Context: an optimization exercise on an open-source flow, tuned for small area and a short achievable clock period. The choices shown serve that exercise and are no tape-out recipe.
In this exercise RTL edits were held to simulation tests only and were not proved equivalent to the original.
Power and IR drop assume default switching activity.

`config.mk`:
```
export PLATFORM = sky130hd
export DESIGN_NAME = dma_csr_queue
export DESIGN_NICKNAME = dma_csr_queue
export VERILOG_FILES = /design/flow/design.v
export SDC_FILE = /design/flow/constraint.sdc
export NUM_CORES = 4
export LEC_CHECK = 0
export CAP_MARGIN = 20
export CORE_MARGIN = 2
export CORE_UTILIZATION = 55
export SETUP_SLACK_MARGIN = 3.2
export SLEW_MARGIN = 20
```
`constraint.sdc`:
```
create_clock -name core_clock -period 8.0 [get_ports {clk}]
set_input_delay 1.6000 -clock core_clock [delete_from_list [all_inputs] [get_ports {clk}]]
set_output_delay 1.6000 -clock core_clock [all_outputs]
set_load 0.01 [all_outputs]
```
`design.v`:
```
package dma_csr_queue_pkg;
    localparam logic [2:0] R_CTRL     = 3'd0;
    localparam logic [2:0] R_ADDR     = 3'd1;
    localparam logic [2:0] R_LEN      = 3'd2;
    localparam logic [2:0] R_PUSH     = 3'd3;
    localparam logic [2:0] R_STATUS   = 3'd4;
    localparam logic [2:0] R_EVENTS   = 3'd5;
    localparam logic [2:0] R_DONE_CNT = 3'd6;
endpackage
module desc_fifo (
    input  logic        clk,
    input  logic        rstn,
    input  logic        clr,
    input  logic        wr_vld,    
    input  logic [95:0] wr_dat,
    input  logic        rd_rdy,    
    output logic [95:0] rd_dat,
    output logic [2:0]  count,
    output logic        empty,
    output logic        full,
    output logic        do_rd
);
    logic [95:0] mem [4];
    logic [1:0]  rd_ptr;
    logic [1:0]  wr_ptr;
    logic        do_wr;
    assign empty  = (count == 3'd0);
    assign full   = count[2];
    assign do_rd  = rd_rdy && !empty && !clr;
    assign do_wr  = wr_vld && (!full || do_rd) && !clr;
    assign wr_ptr = rd_ptr + count[1:0];
    assign rd_dat = mem[rd_ptr];
    always_ff @(posedge clk) begin
        for (int i = 0; i < 4; i++)
            if (do_wr && wr_ptr == 2'(i)) mem[i] <= wr_dat;
    end
    always_ff @(posedge clk) begin
        if (!rstn || clr) begin
            rd_ptr <= '0;
            count  <= '0;
        end else begin
            rd_ptr <= rd_ptr + 2'(do_rd);
            count  <= count + 3'(do_wr) - 3'(do_rd);
        end
    end
endmodule
module dma_csr_queue (
    input  logic               clk,
    input  logic               rstn,
    input  logic [63:0]        addr,
    input  logic [63:0]        wdata,
    input  logic               we,
    output logic [63:0]        rdata,
    output logic [3:0]         ch_start,
    output logic [3:0][63:0]   ch_addr,
    output logic [3:0][31:0]   ch_len,
    input  logic [3:0]         ch_busy,
    input  logic [3:0]         ch_done,
    input  logic [3:0]         ch_err,
    output logic               irq
);
    logic        hit;
    logic        in_ch;
    logic        irq_hit;
    logic [1:0]  cs;
    logic [2:0]  rs;
    logic [63:0] wd_m;        
    logic [3:0]  irq_src;
    logic [63:0] ch_rdata [4];
    assign hit     = (addr[63:12] == 52'h4_0000);
    assign in_ch   = hit && (addr[11:8] == 4'h0) && (addr[2:0] == 3'b000);
    assign irq_hit = hit && (addr[11:0] == 12'hF00);
    assign cs      = addr[7:6];
    assign rs      = addr[5:3];
    assign wd_m    = wdata & {64{rstn}};
    for (genvar g = 0; g < 4; g++) begin : g_ch
        logic        wsel;
        logic        w_ctrl, w_addr, w_len, w_push, w_ev;
        logic        en_q, irq_en_q, flush_q;
        logic [63:0] stg_addr_q;
        logic [31:0] stg_len_q;
        logic [2:0]  ev_q;
        logic [2:0]  ev_set;
        logic [2:0]  ev_clr;
        logic [31:0] done_cnt_q;
        logic [63:0] addr_q;
        logic [31:0] len_q;
        logic        issue_q, run_q, idle;
        logic        pop_req, pop, nz;
        logic        run_done, run_err, inc, ovf;
        logic [95:0] head;
        logic [2:0]  fifo_cnt;
        logic        fifo_empty, fifo_full;
        assign wsel   = in_ch && we && (cs == 2'(g));
        assign w_ctrl = wsel && (rs == dma_csr_queue_pkg::R_CTRL);
        assign w_addr = wsel && (rs == dma_csr_queue_pkg::R_ADDR);
        assign w_len  = wsel && (rs == dma_csr_queue_pkg::R_LEN);
        assign w_push = wsel && (rs == dma_csr_queue_pkg::R_PUSH);
        assign w_ev   = wsel && (rs == dma_csr_queue_pkg::R_EVENTS);
        assign idle    = !issue_q && !run_q;
        assign pop_req = idle && en_q;
        desc_fifo u_fifo (
            .clk    (clk),
            .rstn   (rstn),
            .clr    (flush_q),
            .wr_vld (w_push),
            .wr_dat ({stg_addr_q, stg_len_q}),
            .rd_rdy (pop_req),
            .rd_dat (head),
            .count  (fifo_cnt),
            .empty  (fifo_empty),
            .full   (fifo_full),
            .do_rd  (pop)
        );
        assign nz       = |head[31:0];
        assign run_done = run_q && ch_done[g];
        assign run_err  = run_q && !ch_done[g] && ch_err[g];
        assign inc      = run_done || (pop && !nz);
        assign ovf      = w_push && fifo_full && !pop && !flush_q;
        assign ev_set   = {run_err, ovf, inc};
        assign ev_clr   = w_ev ? wdata[2:0] : 3'b000;
        always_ff @(posedge clk) begin
            if (w_ctrl || !rstn) begin
                en_q     <= wd_m[0];
                irq_en_q <= wd_m[1];
            end
            if (w_addr || !rstn) stg_addr_q <= wd_m;
            if (w_len || !rstn)  stg_len_q  <= wd_m[31:0];
            if (idle) begin
                addr_q <= head[95:32];
                len_q  <= head[31:0];
            end
            flush_q    <= rstn && w_ctrl && wdata[2];
            issue_q    <= rstn && ((pop && nz) || (issue_q && !ch_busy[g]));
            run_q      <= rstn && ((issue_q && ch_busy[g]) || (run_q && !ch_done[g] && !ch_err[g]));
            ev_q       <= {3{rstn}} & ((ev_q & ~ev_clr) | ev_set);
            done_cnt_q <= {32{rstn}} & (done_cnt_q + 32'(inc));
        end
        assign ch_start[g] = issue_q;
        assign ch_addr[g]  = addr_q;
        assign ch_len[g]   = len_q;
        assign irq_src[g]  = irq_en_q && (|ev_q);
        always_comb begin
            ch_rdata[g] = '0;
            case (rs)
                dma_csr_queue_pkg::R_CTRL:     ch_rdata[g][1:0] = {irq_en_q, en_q};
                dma_csr_queue_pkg::R_ADDR:     ch_rdata[g] = stg_addr_q;
                dma_csr_queue_pkg::R_LEN:      ch_rdata[g][31:0] = stg_len_q;
                dma_csr_queue_pkg::R_STATUS:   ch_rdata[g][10:0] = {fifo_cnt, 5'b0, fifo_full, fifo_empty, !idle};
                dma_csr_queue_pkg::R_EVENTS:   ch_rdata[g][2:0] = ev_q;
                dma_csr_queue_pkg::R_DONE_CNT: ch_rdata[g][31:0] = done_cnt_q;
                default:                       ch_rdata[g] = '0;
            endcase
        end
    end
    assign rdata = ({64{in_ch}} & ch_rdata[cs]) | ({64{irq_hit}} & {60'b0, irq_src});
    always_ff @(posedge clk) begin
        irq <= rstn && (|irq_src);
    end
endmodule
```
`run.sh`:
```
#!/bin/bash
# synth_recipe.tcl (not shown) runs the flow's synth.tcl, then flattens the netlist and writes it again
# the make line also repeats each setting of config.mk as NAME=value (left out here)
make -C /OpenROAD-flow-scripts/flow DESIGN_CONFIG=/design/flow/config.mk WORK_HOME=/design/flow/orfs CLKGATE_MAP_FILE= SYNTH_SCRIPT=/design/flow/synth_recipe.tcl finish
```
==> results of run 1 <==
==> flip-flops by register name, indices dropped and copies added, names as in the netlist, 8 cells and up <==
name,cells
g_ch.u_fifo.rd_ptr,8
g_ch.stg_addr_q,256
g_ch.ev_q,12
g_ch.stg_len_q,128
g_ch.u_fifo.count,12
g_ch.done_cnt_q,128
g_ch.u_fifo.mem,1536
g_ch.addr_q,256
g_ch.len_q,128
==> worst max path at each step <==
stage | from | endpoint | slack (ns) | cells after the start
5_1_grt | addr[61] | rdata[18] | 2.44 | 13
4_1_cts | addr[13] | rdata[35] | 2.44 | 10
3_5_place_dp | addr[4] | rdata[26] | 1.10 | 9
3_3_place_gp | addr[50] | rdata[10] | 1.05 | 8
2_1_floorplan | addr[42] | g_ch[1].u_fifo.mem[2][0] | 1.35 | 8
6_report | addr[48] | rdata[29] | 2.49 | 11
==> cell type report <==
type,instances,area [µm²]
repair buffers,836,8600
multi-input cells,1783,19600
flip-flops and latches,2485,72900
diodes,13,32.5
well taps,2204,2760
inverters,29,114
clock inverters,150,1450
clock buffers,297,6290
fillers,11100,55000
==> routing by layer <==
layer | part of all wire, % | GRT usage [%]
met3 | 8.0 | 5.25
met1 | 38 | 44.4
met2 | 48 | 50.8
met4 | 5.4 | 15.2
met5 | 0.0091 | 0
==> synth_stat cells, types with 5 or more instances <==
cell type	n	area share [%]
a2111oi_0	25	0.24
a211oi_1	8	0.065
a21oi_1	53	0.29
a221oi_1	7	0.066
a22o_1	5	0.047
a22oi_1	14	0.11
a31oi_1	5	0.034
and2_1	94	0.64
and3_1	50	0.34
and4_1	11	0.10
buf_1	32	0.13
buf_2	61	0.33
buf_4	9	0.073
clkbuf_1	111	0.45
dfxtp_1	173	3.8
edfxtp_1	2312	75
ha_1	24	0.33
inv_1	28	0.11
mux2_2	11	0.13
mux2i_1	120	1.3
mux4_2	416	10
nand2_1	128	0.52
nand2b_1	10	0.068
nand3_1	61	0.33
nand4_1	40	0.27
nor2_1	168	0.68
nor2b_1	9	0.061
nor3_1	25	0.14
nor3b_1	6	0.049
nor4_1	68	0.46
o211ai_1	28	0.23
o21a_1	8	0.065
o21ai_0	123	0.67
o221ai_1	7	0.066
o22ai_1	31	0.21
o31ai_1	14	0.11
o41ai_1	7	0.066
or3_1	13	0.088
or4_1	5	0.041
xnor2_1	61	0.58
xor2_1	75	0.71
==> worst min-delay path, cell delays in order (launching register included) <==
cell     delay, ns
dfxtp_1       0.33
o31ai_1       0.07
a21oi_1       0.06
==> metrics by stage <==
stage / hold slack (ns) / util (%) / setup WS, ns
4_1_cts: 0.492 / 66.7 / 2.44
3_3_place_gp: 0.466 / 61.0 / 1.05
5_1_grt: 0.521 / 67.0 / 2.44
6_report: 0.498 / 67.0 / 2.49
2_1_floorplan: 0.452 / - / 1.35
3_5_place_dp: 0.483 / 61.0 / 1.10
==> power groups by stage <==
stage | combinational (mW) | sequential, mW | clock [mW]
after CTS | 1.92 | 15.2 | 11.4
after global routing | 2.04 | 15.2 | 11.9
after floorplan | 0.813 | 15.3 | 0
after global placement | 1.78 | 15.5 | 0
final | 1.95 | 15.2 | 11.2
after detailed placement | 1.78 | 15.5 | 0
==> logic make-up (layout without fill, tap and decap cells) <==
family | Yosys count | after routing | synth area share [%]
fa+ha+maj | 28 | 28 | 0.412
other cells | 0 | 13 | 0
simple gates | 717 | 720 | 4.15
compound gates | 352 | 352 | 2.43
mux | 547 | 547 | 11.6
flops | 2485 | 2485 | 79.0
xor+xnor | 136 | 136 | 1.29
buf+inv | 245 | 1312 | 1.14
==> what timing repair did <==
item,CTS,global route
gates cloned,14,5
hold endpoints to repair,0,0
pin swaps,24,24
resized for setup,515,166
setup endpoints to repair,1379,89
setup buffers,49,42
==> flow_summary_export.csv, run 1 <==
group,metric,value,unit
route,drt-initial-drc-count,6412,
floorplanning,start_util,55.3,%
place,io_buffers,595,
place,dp_hpwl,180000,µm
route,viasPerCell,6.34,
logic_synthesis,synth_area,0.0923,mm²
clock_tree,cts_buffers,240,
logic_synthesis,synthCells,4510,
clock_tree,holdBufCountCts,0,
clock_tree,htree_levels,4,
setup_path,critical_path.top_delay_family,"buffers and inverters",
final_layout,finalNonFillerCells,7797,
timing,fin_worst_skew,0.0355,ns
timing,rsz0062_at_grt,"true",
route,antenna_left,0,
route,drc,0,
hold_path,hold_path_class,"reg2reg",
floorplanning,fp.dieW,414,µm
floorplanning,dieHeight,414,µm
pwr,intPower,22.1,mW
clock_tree,cts.sinks,2485,
final_layout,area_delta_synth_final,21.1,%
grt,grt.total_usage,32.2,%
final_layout,final_common_cell,"edfxtp_1",
logic_synthesis,ys.flop_type,"edfxtp_1",
final_layout,final_area,0.112,mm²
route,drtPass1Iterations,5,
timing,tns,0,ns
final_layout,nNetsFinal,5546,
outcome,outcome,"no timing/DRC/antenna violations",
logic_synthesis,synth_cell_types,70,
floorplanning,dieArea,0.171,mm²
grt,overflow,0,
clock_tree,clk_pin_slew,0.07,ns
setup_path,rrSetupSlack,3.41,ns
pwr,leakage,36.4,nW
setup_path,r2r_start,"g_ch[3].u_fifo.rd_ptr[0]",
setup_path,end_kind,"output pin",
route,routed_wl,276000,µm
grt,antenna_found_initial,18,
pwr,pwr-share-comb,6.9,%
setup_path,worstPathCellList,"dlygate4sd2_1, nor4_4, nand4_1, nor4_4, buf_4, and2_4, o21ai_4, buf_4, buf_6, a2111oi_4, buf_2",
timing,tightest_slew,1.33,ns
logic_synthesis,yosysSeqAreaShare,79.0,%
place,placed_cell_area,0.102,mm²
logic_synthesis,ys_ff_latch,2485,
floorplanning,core,0.167,mm²
route,avgRoutedWirePerCell,35.4,µm
setup_path,crit_fanout,5,
setup_path,rr_worst_depth,13,
clock_tree,clock_latency,0.88,ns
final_layout,layout_common_cells,"2,312 x edfxtp_1, 470 x clkdlybuf4s50_1, 416 x mux4_2, 246 x clkbuf_16, 165 x dfxtp_1",
pwr,power,28.4,mW
setup_path,cp-start-kind,"primary input",
setup_path,path_buf_inv,5,
route,vias,49400,
logic_synthesis,synth_area_per_cell,20.5,µm²
final_layout,drive_gt1_share,22.7,%
timing,setup-violations-final,0,
logic_synthesis,synth_edf_count,2312,
clock_tree,cts_tree,"yes",
place,placedCellCount,7226,
grt,grt_pass1_vias,47700,
grt,grt_max_degree,97,
setup_path,critical_path_class,"in2out",
pwr,peakVddDrop,0.225,mV
timing,relSlewSlack,11.1,%
logic_synthesis,yosysWarnings,4,
floorplanning,rows,150,
setup_path,crit_required,6.40,ns
grt,grt_pass1_wl,376000,µm
pwr,power.switching,6.32,mW
clock_tree,cts.path.max_buffers,3,
timing,max_freq,181,MHz
logic_synthesis,async_flop_share,0,%
pwr,swShare,22.3,%
timing,period_minus_slack,5.51,ns
pwr,powerDensity,254,mW/mm²
place,gp_congestion,0.945,
logic_synthesis,synth.net_count,4681,
floorplanning,pin_count,596,
hold_path,hold_depth,2,
clock_tree,root_buffer,"clkbuf_16",
setup_path,cp_slowest_cell,"a2111oi_4",
timing,finalMaxSlewViolations,0,
flow_run,cap_violations,0,
pwr,sequentialPowerShare,53.6,%
setup_path,critPathMaxStageDelay,0.46,ns
timing,period_share,68.9,%
pwr,p_clk_share,39.5,%
setup_path,critical_path_arrival,3.91,ns
hold_path,worstHoldEndpoint,"g_ch[1].done_cnt_q[31]",
setup_path,rr_endpoint,"g_ch[3].done_cnt_q[23]",
timing,finalHoldViolCount,0,
hold_path,hold_start,"g_ch[1].done_cnt_q[31]",
==> run 2, diff against run 1 <==
==> flow/run.sh (new file) <==
#!/bin/bash
# Standard ORFS layout; the only change is the cell used for the port buffers
# (buf_1, which the resizer may upsize, instead of the default delay-cell buffer).
set -euo pipefail
bash standard.sh BUFFER_PORTS_ARGS="-buffer_cell sky130_fd_sc_hd__buf_1" finish > standard_flow.log 2>&1
==> standard.sh (new file) <==
#!/bin/bash
# synth_recipe.tcl (not shown) runs the flow's synth.tcl, then flattens the netlist and writes it again
# the make line also repeats each setting of config.mk as NAME=value (left out here)
make -C /OpenROAD-flow-scripts/flow DESIGN_CONFIG=/design/flow/config.mk WORK_HOME=/design/flow/orfs CLKGATE_MAP_FILE= SYNTH_SCRIPT=/design/flow/synth_recipe.tcl "${@:-finish}"
removed: run.sh
==> run 2 against run 1 <==
  * Design area is 3.1% lower
  * Critical path depth is 1 lower
  * Core utilization is 2.1 points lower
  * Via count is 1.2% lower
  * Routed wire length is 4.0% lower
  * Critical endpoint is now rdata[27]
  * Largest cell class unchanged
==> flow_summary_export.csv, run 2 <==
group,metric,value,unit
logic_synthesis,ys_ff_latch,2485,
route,vias,48800,
final_layout,final_common_cell,"edfxtp_1",
pwr,powerDensity,258,mW/mm²
route,antenna_left,0,
logic_synthesis,yosys.area.top_type,"edfxtp_1",
floorplanning,dieHeight,414,µm
route,drc,0,
timing,period_minus_slack,5.29,ns
final_layout,finalNonFillerCells,7747,
clock_tree,cts_tree,"yes",
grt,grt_pass1_wl,361000,µm
place,placed_cell_area,0.0978,mm²
logic_synthesis,yosysSeqAreaShare,79.0,%
grt,grt.total_usage,30.7,%
timing,fin_worst_skew,0.0296,ns
floorplanning,fp.dieW,414,µm
logic_synthesis,yosysWarnings,4,
place,dp_hpwl,168000,µm
setup_path,critical_path_arrival,3.69,ns
logic_synthesis,synthTopCellsByArea,"edfxtp_1 75%, mux4_2 10%, dfxtp_1 3.8%",
final_layout,final_util,64.9,%
logic_synthesis,yosysMostFrequentCell,"edfxtp_1",
final_layout,top_regs,"g_ch.u_fifo.mem (1536), g_ch.addr_q (256), g_ch.stg_addr_q (256)",
route,viasPerCell,6.30,
final_layout,largest_register_ffs,1536,
clock_tree,htree_levels,4,
place,gp_congestion,0.918,
final_layout,nNetsFinal,5503,
logic_synthesis,synth_edf_count,2312,
logic_synthesis,async_flop_share,0,%
final_layout,drive_gt1_share,21.9,%
clock_tree,clock_latency,0.87,ns
clock_tree,cts.path.max_buffers,3,
logic_synthesis,synth_area,0.0923,mm²
timing,tns,0,ns
setup_path,worstPathCellList,"buf_1, nor4_4, nand4_1, nor4_4, and2_4, o21ai_4, clkbuf_16, a2111oi_4, buf_4, buf_6",
setup_path,crit_fanout,5,
setup_path,crit_top_cell,"nor4_4",
floorplanning,rows,150,
place,placedCellCount,7205,
place,pre_cts_ws,1.46,ns
grt,overflow,0,
timing,rsz0062_at_grt,"true",
logic_synthesis,synth.net_count,4681,
grt,antenna_found_initial,20,
logic_synthesis,synth_cell_types,70,
floorplanning,dieArea,0.171,mm²
logic_synthesis,synth_area_per_cell,20.5,µm²
clock_tree,clk_pin_slew,0.06,ns
setup_path,critical_path_class,"in2out",
floorplanning,start_util,55.3,%
timing,setup_ws,2.71,ns
timing,relSlewSlack,9.79,%
floorplanning,pin_count,596,
setup_path,crit_required,6.40,ns
timing,period_share,66.1,%
flow_run,cap_violations,0,
route,drtPass1Iterations,5,
clock_tree,root_buffer,"clkbuf_16",
pwr,peakVddDrop,0.231,mV
final_layout,final_area,0.108,mm²
setup_path,cp_slowest_cell,"nor4_4",
place,io_buffers,595,
grt,grt_max_degree,97,
final_layout,area_delta_synth_final,17.4,%
setup_path,critPathMaxStageDelay,0.32,ns
pwr,leakage,34.6,nW
route,drt-initial-drc-count,6439,
logic_synthesis,ys_top_cells_by_count,"2,312 x edfxtp_1, 416 x mux4_2, 173 x dfxtp_1, 168 x nor2_1, 128 x nand2_1",
timing,max_freq,189,MHz
timing,finalHoldViolCount,0,
final_layout,layout_common_cells,"2,312 x edfxtp_1, 524 x buf_1, 416 x mux4_2, 249 x clkbuf_16, 165 x dfxtp_1",
grt,grt_pass1_vias,46500,
logic_synthesis,synth.top_cell.area_share,75.2,%
outcome,outcome,"no timing/DRC/antenna violations",
final_layout,regMostFlops,"g_ch.u_fifo.mem",
route,avgRoutedWirePerCell,34.2,µm
logic_synthesis,ys.flop_type,"edfxtp_1",
timing,finalMaxSlewViolations,0,
logic_synthesis,synthCells,4510,
clock_tree,cts.sinks,2485,
timing,setup-violations-final,0,
setup_path,cp-start-kind,"primary input",
floorplanning,core,0.167,mm²
hold_path,hold_path_class,"reg2reg",
timing,tightest_slew,1.35,ns
clock_tree,cts_buffers,237,
setup_path,rrSetupSlack,3.39,ns
route,routed_wl,265000,µm
setup_path,end_kind,"output pin",
-- run 2: metal layers --
metal | wire length, µm | track usage, % | up-vias
met1 | 104000 | 43.5 | 25700
li1 | - | - | 20100
met4 | 11200 | 12.1 | 6
met5 | 46 | 0 | -
met2 | 127000 | 48.3 | 2600
met3 | 22800 | 5.26 | 428
-- run 2: area by class of cell --
type / count / area [µm²]
diodes: 14 / 35.0
repair buffers: 795 / 5080
well taps: 2204 / 2760
clock buffers: 301 / 6300
fillers: 11400 / 58500
flip-flops and latches: 2485 / 72900
multi-input cells: 1784 / 19800
inverters: 29 / 111
clock inverters: 135 / 1350
-- run 2: worst max-delay path, delay by kind of cell --
kind / cells / cell delay, ns
simple gates: 4 / 1.05
compound gates: 2 / 0.36
buf+inv: 4 / 0.67
-- run 2: worst paths after layout --
path / startpoint / to / depth (start not counted)
max reg2reg: g_ch[2].u_fifo.rd_ptr[0] / g_ch[2].done_cnt_q[22] / 13
max: addr[35] / rdata[27] / 10
min reg2reg: g_ch[1].done_cnt_q[31] / g_ch[1].done_cnt_q[31] / 2
min: g_ch[1].done_cnt_q[31] / g_ch[1].done_cnt_q[31] / 2
-- run 2: timing repair --
action | in CTS | in global routing
pin swaps | 34 | 25
hold buffers | 0 | 0
setup buffers | 35 | 34
cloned | 15 | 8
gates resized for setup | 287 | 129
setup endpoints to repair | 112 | 101
-- run 2: cells by family after synthesis --
logic type      share of synthesized area [%]
flops                                    79.0
simple gates                             4.15
mux                                      11.6
compound gates                           2.43
buf+inv                                  1.14
xor+xnor                                 1.29
fa+ha+maj                               0.412
-- run 2: report_power, final --
| part | internal (mW) | total, mW | switching (mW) |
|---|---|---|---|
| Sequential | 14.7 | 15.2 | 0.451 |
| Clock | 6.33 | 11.1 | 4.72 |
| Combinational | 0.632 | 1.69 | 1.06 |
| Total | 21.7 | 27.9 | 6.24 |
-- run 2: stage by stage --
step                power, mW  hold WS, ns
floorplan                16.1        0.452
global placement         16.9        0.473
detailed placement       17.0        0.486
CTS                      28.0        0.495
global route             28.7        0.533
finish                   27.9        0.504
==> run 3, diff against run 2 <==
--- a/design.v
+++ b/design.v
@@ -61,15 +61,18 @@
 );
     logic        hit;
     logic        in_ch;
-    logic        irq_hit;
     logic [1:0]  cs;
     logic [2:0]  rs;
     logic [63:0] wd_m;        
     logic [3:0]  irq_src;
     logic [63:0] ch_rdata [4];
-    assign hit     = (addr[63:12] == 52'h4_0000);
-    assign in_ch   = hit && (addr[11:8] == 4'h0) && (addr[2:0] == 3'b000);
-    assign irq_hit = hit && (addr[11:0] == 12'hF00);
+    logic        in_ch_lo;
+    logic        irq_lo;
+    logic [63:0] rd_pre;      
+    dma_csr_hit u_hit (.a(addr[63:12]), .hit(hit));
+    assign in_ch_lo = (addr[11:8] == 4'h0) && (addr[2:0] == 3'b000);
+    assign irq_lo   = (addr[11:0] == 12'hF00);
+    assign in_ch    = hit && in_ch_lo;
     assign cs      = addr[7:6];
     assign rs      = addr[5:3];
     assign wd_m    = wdata & {64{rstn}};
@@ -153,8 +156,22 @@
             endcase
         end
     end
-    assign rdata = ({64{in_ch}} & ch_rdata[cs]) | ({64{irq_hit}} & {60'b0, irq_src});
+    assign rd_pre = ({64{in_ch_lo}} & ch_rdata[cs]) | ({64{irq_lo}} & {60'b0, irq_src});
+    dma_csr_gate u_gate (.d(rd_pre), .en(hit), .q(rdata));
     always_ff @(posedge clk) begin
         irq <= rstn && (|irq_src);
     end
 endmodule
+module dma_csr_hit (
+    input  logic [51:0] a,
+    output logic        hit
+);
+    assign hit = (a == 52'h4_0000);
+endmodule
+module dma_csr_gate (
+    input  logic [63:0] d,
+    input  logic        en,
+    output logic [63:0] q
+);
+    assign q = d & {64{en}};
+endmodule
--- a/config.mk
+++ b/config.mk
@@ -7,6 +7,10 @@
 export LEC_CHECK = 0
 export CAP_MARGIN = 20
 export CORE_MARGIN = 2
-export CORE_UTILIZATION = 55
-export SETUP_SLACK_MARGIN = 3.2
+export CORE_UTILIZATION = 65
+export CTS_BUF_LIST = sky130_fd_sc_hd__clkbuf_4 sky130_fd_sc_hd__clkbuf_8
+export CTS_CLUSTER_DIAMETER = 60
+export CTS_CLUSTER_SIZE = 20
+export SETUP_SLACK_MARGIN = 3.5
 export SLEW_MARGIN = 20
+export SYNTH_HIERARCHICAL = 1
==> run 3 against run 2 <==
  * Cell count decreased by 4.8%
  * Design area fell by 3.0%
  * Clock skew up 0.019 ns
  * Maximum frequency rose by 2.9%
  * Flip-flop and latch count is the same
  * Largest power group unchanged
  * Still clean on timing, DRC and antenna
  * Non-clock buffer count increased by 69
  * Core utilization up 9.1 points
  * Largest cell class unchanged
==> flow_summary_export.csv, run 3 <==
group,metric,value,unit
outcome,outcome,"no timing/DRC/antenna violations",
setup_path,rr_endpoint,"g_ch[1].done_cnt_q[31]",
final_layout,fillers,8221,
setup_path,rrSetupSlack,3.69,ns
setup_path,critical_path_arrival,3.54,ns
setup_path,crit_required,6.40,ns
logic_synthesis,yosysWarnings,10,
grt,grt_max_degree,97,
floorplanning,start_util,65.7,%
clock_tree,cts_buffers,158,
logic_synthesis,async_flop_share,0,%
logic_synthesis,ys.flop_type,"edfxtp_1",
clock_tree,clk_pin_slew,0.10,ns
timing,max_freq,194,MHz
pwr,sequentialPowerShare,67.7,%
pwr,p_clk_share,29.4,%
logic_synthesis,synth_cell_types,79,
logic_synthesis,yosysMostFrequentCell,"edfxtp_1",
final_layout,layout_common_cells,"2,312 x edfxtp_1, 526 x buf_1, 416 x mux4_2, 175 x clkbuf_8, 165 x dfxtp_1",
route,routed_wl,257000,µm
floorplanning,dieArea,0.146,mm²
grt,grt_pass1_wl,355000,µm
timing,tightest_slew,1.20,ns
route,viasPerCell,6.74,
route,drc,0,
place,io_buffers,595,
floorplanning,rows,138,
setup_path,end_kind,"output pin",
pwr,pwr-share-comb,2.8,%
timing,period_minus_slack,5.14,ns
route,avgRoutedWirePerCell,34.9,µm
timing,fin_worst_skew,0.0484,ns
hold_path,hold_start,"g_ch[0].done_cnt_q[31]",
clock_tree,htree_levels,4,
setup_path,critical_path_class,"in2out",
logic_synthesis,synth.net_count,4752,
setup_path,cp-start-kind,"primary input",
final_layout,area_delta_synth_final,12.8,%
timing,finalHoldViolCount,0,
final_layout,top_regs,"g_ch.u_fifo.mem (1536), g_ch.addr_q (256), g_ch.stg_addr_q (256)",
pwr,leakage,33.2,nW
place,placed_cell_area,0.0979,mm²
grt,overflow,0,
clock_tree,cts.sinks,2485,
timing,period_share,64.3,%
setup_path,crit_fanout,8,
grt,antenna_found_initial,21,
floorplanning,pin_count,596,
timing,whs,0.503,ns
clock_tree,root_buffer,"clkbuf_8",
final_layout,final_common_cell,"edfxtp_1",
place,dp_hpwl,163000,µm
clock_tree,cts.path.max_buffers,3,
flow_run,cap_violations,0,
floorplanning,fp.dieW,383,µm
grt,grt.total_usage,35.0,%
route,drt-initial-drc-count,7227,
final_layout,nNetsFinal,5559,
hold_path,hold_depth,2,
logic_synthesis,synth_edf_count,2312,
floorplanning,core,0.142,mm²
timing,tns,0,ns
logic_synthesis,synthCells,4581,
final_layout,final_area,0.105,mm²
logic_synthesis,ys_top_cells_by_count,"2,312 x edfxtp_1, 416 x mux4_2, 173 x dfxtp_1, 168 x nor2_1, 129 x o21ai_0",
timing,setup-violations-final,0,
hold_path,hold_path_class,"reg2reg",
timing,finalMaxSlewViolations,0,
setup_path,rr_worst_depth,13,
logic_synthesis,synth.top_cell.area_share,74.5,%
pwr,power.switching,4.66,mW
logic_synthesis,ys_ff_latch,2485,
place,gp_congestion,0.982,
timing,relSlewSlack,20.2,%
clock_tree,holdBufCountCts,0,
logic_synthesis,yosysSeqAreaShare,78.2,%
pwr,peakVddDrop,0.194,mV
setup_path,r2r_start,"g_ch[1].u_fifo.rd_ptr[0]",
route,vias,49700,
logic_synthesis,synthTopCellsByArea,"edfxtp_1 74%, mux4_2 10%, dfxtp_1 3.7%",
floorplanning,dieHeight,383,µm
hold_path,worstHoldEndpoint,"g_ch[0].done_cnt_q[31]",
final_layout,largest_register_ffs,1536,
logic_synthesis,synth_area_per_cell,20.4,µm²
pwr,intPower,17.1,mW
final_layout,drive_gt1_share,23.7,%
route,drtPass1Iterations,6,
pwr,swShare,21.4,%
logic_synthesis,yosys.area.top_type,"edfxtp_1",
clock_tree,clock_latency,0.95,ns
timing,rsz0062_at_grt,"true",
final_layout,regMostFlops,"g_ch.u_fifo.mem",
logic_synthesis,synth_area,0.0932,mm²
clock_tree,cts_tree,"yes",
pwr,powerDensity,207,mW/mm²
route,antenna_left,0,
grt,grt_pass1_vias,47400,
[run 3: cell count changes after synthesis, sizes merged, moves of 19 or more]
| cell | change |
|---|---|
| nand4 | +22 |
| nand2b | +20 |
| xor2 | -26 |
| a21oi | +63 |
| mux2i | -49 |
| a2111oi | -20 |
| and2 | +50 |
| buf | +24 |
| mux2 | +19 |
| a22oi | +36 |
| nand2 | -50 |
| o22ai | -27 |
[run 3: area by class of cell]
class | count | area (µm²) | share of cell area, %
Timing Repair Buffer | 864 | 6150 | 5.85
Inverter | 41 | 156 | 0.149
Multi-Input combinational cell | 1838 | 20300 | 19.3
Sequential cell | 2485 | 72900 | 69.4
Clock inverter | 59 | 736 | 0.700
Tap cell | 1890 | 2360 | 2.25
Clock buffer | 186 | 2450 | 2.33
Antenna cell | 12 | 30.0 | 0.0286
[run 3: power by group through the flow]
| stage | combinational, mW | clock [mW] | sequential [mW] |
|---|---|---|---|
| 2_1_floorplan | 0.243 | 0 | 14.8 |
| 3_3_place_gp | 0.457 | 0 | 15.0 |
| 3_5_place_dp | 0.463 | 0 | 15.0 |
| 4_1_cts | 0.566 | 6.48 | 14.7 |
| 5_1_grt | 0.622 | 6.92 | 14.7 |
| 6_report | 0.616 | 6.40 | 14.7 |
[run 3: worst max-delay path by stage]
stage / start / end / slack (ns) / depth (start not counted)
floorplan: addr[40] / g_ch[2].u_fifo.mem[3][0] / 1.17 / 8
global placement: addr[5] / rdata[0] / 1.54 / 7
detailed placement: addr[3] / rdata[15] / 1.47 / 9
CTS: addr[4] / rdata[16] / 2.94 / 10
global route: addr[4] / rdata[16] / 2.87 / 10
finish: addr[5] / rdata[29] / 2.86 / 11
[run 3: per-module statistics from Yosys, one instance, submodules excluded]
module	flip-flops and latches	cells	area [µm²]	copies in the design
desc_fifo	389	537	14200	4
dma_csr_gate	0	70	510	1
dma_csr_hit	0	18	143	1
dma_csr_queue	929	2345	35600	1
[run 3: timing repair]
item,4_1_cts,5_1_grt
pin swaps,95,78
resized for setup,351,268
endpoints found under the setup margin,1003,424
setup buffers,87,54
cloned,26,6
[run 3: cell families (layout without fill, tap and decap cells)]
| group | count (synthesis) | in the layout | share of synthesized area, % |
|---|---|---|---|
| flops | 2485 | 2485 | 78.2 |
| simple gates | 769 | 774 | 4.70 |
| mux | 517 | 517 | 11.2 |
| compound gates | 402 | 402 | 2.64 |
| buf+inv | 263 | 1150 | 1.62 |
| xor+xnor | 117 | 117 | 1.28 |
| fa+ha+maj | 28 | 28 | 0.408 |
| other cells | 0 | 12 | 0 |
[run 3: per-layer routing]
layer | track usage, % | part of all wire, %
met1 | 49.8 | 37
met2 | 54.2 | 47
met3 | 8.14 | 11
met4 | 12.5 | 4.1
met5 | 0 | 0.014
[run 3: through the flow]
step	instances	setup WS, ns	power, mW	utilization [%]
6_report	7375	2.86	21.7	74.1
5_1_grt	7366	2.87	22.3	74.1
3_5_place_dp	6945	1.47	15.5	69.0
3_3_place_gp	6944	1.54	15.4	69.0
2_1_floorplan	4581	1.17	15.0	-
4_1_cts	7303	2.94	21.8	73.0
[run 3: critical path, stage by stage]
cell and delay, ns:
clkbuf_16 0.15, nor3b_4 0.25, buf_6 0.19, buf_6 0.12, buf_12 0.13, a21oi_1 0.09, o21ai_1 0.19, nand4_1 0.29
nor2_2 0.24, and2_4 0.18, buf_6 0.09

[static timing again, ports no longer ideal]
The flow's constraints put no driver on any port. The routed layouts listed below were extracted and timed again, unchanged, in two steps. Step 1 sets driving cells, clkbuf_16 on the clock port and buf_2 on the other inputs (assumed; they add their load-dependent delay and slew). Step 2 adds t to the input delays and takes it off the output delays; t is the mean of the earliest and latest rising clock arrival at the registers after step 1. Input paths then give back, and output paths get back, about the clock's delay inside the block. Slacks: no drivers / after step 1 / after step 2; pairs: no drivers / after step 1.
run | t (ns) | slack for setup (ns) | worst hold slack (ns) | worst setup path at the end
run 1 | 0.955 | 2.489 / 2.249 / 2.249 | 0.498 / 0.498 / 0.498 | input to output
run 2 | 0.947 | 2.709 / 2.605 / 2.497 | 0.504 / 0.504 / 0.504 | input to register
run 3 | 1.012 | 2.857 / 2.598 / 2.423 | 0.503 / 0.503 / 0.503 | input to register
After both steps setup and hold are still met in every run listed. For run 3, which loses most, drivers alone change the setup slack by -0.259 ns; drivers and shift together by -0.434 ns.
